What follows belongs to an exercise in optimizing a design on an open flow for small area, a short achievable clock period and few clock cycles; a production flow would make more cautious choices.
Only simulation tests tie the RTL to the original design; equivalence was not proved.
Power figures rest on the tool's default switching activity, not on a simulated workload.

== raven ==
==> flow/design.v (excerpt) <==
module nnAccelerator (
	input  logic                 CLOCK1_50,
	input  logic                 resetHidden,
	input  logic                 busWrite,
	input  logic [2:0]           busSel,
	input  logic [1:0]           busNeuron,
	input  logic [8-1:0]   busAddr,
	input  logic [32-1:0]  busWriteData,
	output logic [32-1:0]  busReadData
);
For scale: roughly 2300 flip-flops, about 110000 um2 of cells after synthesis.
Settings: LEC_CHECK=0, CAP_MARGIN=20, CORE_MARGIN=2, CORE_UTILIZATION=60, SLEW_MARGIN=20; clock period 10.0 ns.
standard.sh (not shown) runs the stock make flow with config.mk's settings and CLKGATE_MAP_FILE= SYNTH_SCRIPT=/design/flow/synth_recipe.tcl, a recipe that flattens the netlist after the stock synthesis.
==> flow/flow/run.sh <==
#!/bin/bash
# Standard layout, with timing repair aiming below the clock period by
# SETUP_SLACK_MARGIN (the clock period and constraints are unchanged).
set -euo pipefail
bash standard.sh SETUP_SLACK_MARGIN=6.6 finish > make_finish.log 2>&1
raven has completed all stages; timing, DRC and antenna checks passed.
Testbench counts of raven, summed over its fixed seeds: cycles 1,856.
> inputs changed (raven -> sierra)
--- a/flow/flow/run.sh
+++ b/flow/flow/run.sh
@@ -4,2 +4,2 @@
 set -euo pipefail
-bash standard.sh SETUP_SLACK_MARGIN=6.6 finish > make_finish.log 2>&1
+bash standard.sh SETUP_SLACK_MARGIN=6.3 finish > make_finish.log 2>&1
Results
- Against raven, sum of internal, switching and leakage power in sierra came out better.
- Going from raven to sierra, logic depth of the worst path, buffers included shrinks by 3.
- When sierra is set beside raven, its layout filler cell count turns out to be 839 larger.
- Cmp raven and sierra / detailed-route wire length per cell / higher: raven
- Compared with raven, in sierra net switching power figure went down 1.1 mW; time the final worst path needs with I/O delays and setup went down 0.077 ns.
Inputs modified between sierra and nickel:
- changing SLEW_MARGIN from 20 to 10
- setting CTS_CLUSTER_DIAMETER to 100 for the first time
- setting CTS_CLUSTER_SIZE to 24 for the first time
- changing CAP_MARGIN from 20 to 10
### Flow results
Timing, DRC, antenna: 0 failures across nickel and sierra
Placed cell count essentially unchanged between nickel and sierra.
nickel: depth of the critical timing path with buffers and inverters included is 3 higher than what sierra reported.
Going from sierra to nickel, the sequential fraction of design power was found to have gone up by 3.2 points.
On via count, nickel does better than sierra.
Setup slack: nickel more than sierra
Power share of the combinational group came out higher on nickel than on sierra.
The relative slew slack of nickel falls short of that of sierra by 10 points.
Post-detailed-route wirelength per cell | nickel above sierra
Input changes introduced in lagoon (baseline for comparison: nickel):
- SLEW_MARGIN: 10 -> 20
- CAP_MARGIN: 10 -> 20
## What came out
The power consumed by the clock network was comparable across nickel and lagoon.
Of nickel and lagoon, the lower number of antenna violations at the first check in global routing belongs to nickel.
Total power of lagoon is lower than that of nickel.
lagoon against nickel: clock network power share has increased; share of power burned in registers has increased; number of stages on the worst hold path has increased; routed wire length has decreased.
Modified inputs, amber compared to lagoon
- setting SETUP_SLACK_MARGIN to 5 for the first time
==> flow/run.sh (new file) <==
#!/bin/bash
# synth_recipe.tcl (not shown) runs the flow's synth.tcl, then flattens the netlist and writes it again
# the make line also repeats each setting of config.mk as NAME=value (left out here)
make -C /OpenROAD-flow-scripts/flow DESIGN_CONFIG=/design/flow/config.mk WORK_HOME=/design/flow/orfs CLKGATE_MAP_FILE= SYNTH_SCRIPT=/design/flow/synth_recipe.tcl finish
removed: flow/flow/run.sh
removed: flow/standard.sh
amber reached the final stage; the timing, DRC and antenna checks on its layout passed.
Critical path depth sits lower in amber than in lagoon.
The final reports for amber and lagoon show met2 global-route usage lower in the former.
amber: met3 capacity usage during global routing 0.74 points below lagoon
Against lagoon, fill cell total of the finished layout in amber rose by a few percent.
Start-to-end type of the worst setup path: in2reg -> amber, reg2reg -> lagoon
Compared with lagoon, amber shows final net count that has gone down slightly.
Area of combinational cells with multiple inputs of amber falls short of that of lagoon by a few percent.
Summary of amber over lagoon: cell total after placement went up 44, non-clock buffer count went down 31%, final instance count without filler cells went down 1.4%, portion of total power attributed to the clock network went up 0.8 points.

==> separate check: timing with driven ports <==
The results above use ideal ports. As a check the final layouts listed here were re-extracted and re-timed, cells and wires unchanged.
Step 1, drivers: a clkbuf_16 drives CLOCK1_50 and a buf_2 each remaining input, both assumed.
Step 2 moves the port delays by t, midway between the first and last clock arrival at a register: inputs arrive t later, outputs are due t later. That takes back most of the time a late clock gives input paths.
Slacks: ideal ports / drivers / drivers and shift; pairs: ideal ports / drivers.
run	t, ns	setup WS [ns]	cell pins on the clock port's net
raven	0.979	6.180 / 6.180 / 5.215	1
sierra	0.968	6.257 / 6.194 / 5.226	1
nickel	0.916	6.279 / 6.168 / 5.252	1
lagoon	0.914	6.260 / 6.188 / 5.274	1
amber	0.899	4.945 / 5.002 / 4.103	1
After both steps setup and hold are still met in every run listed. The setup slack of sierra, which loses most, moves by -0.063 ns with the drivers and by -1.031 ns with both steps.
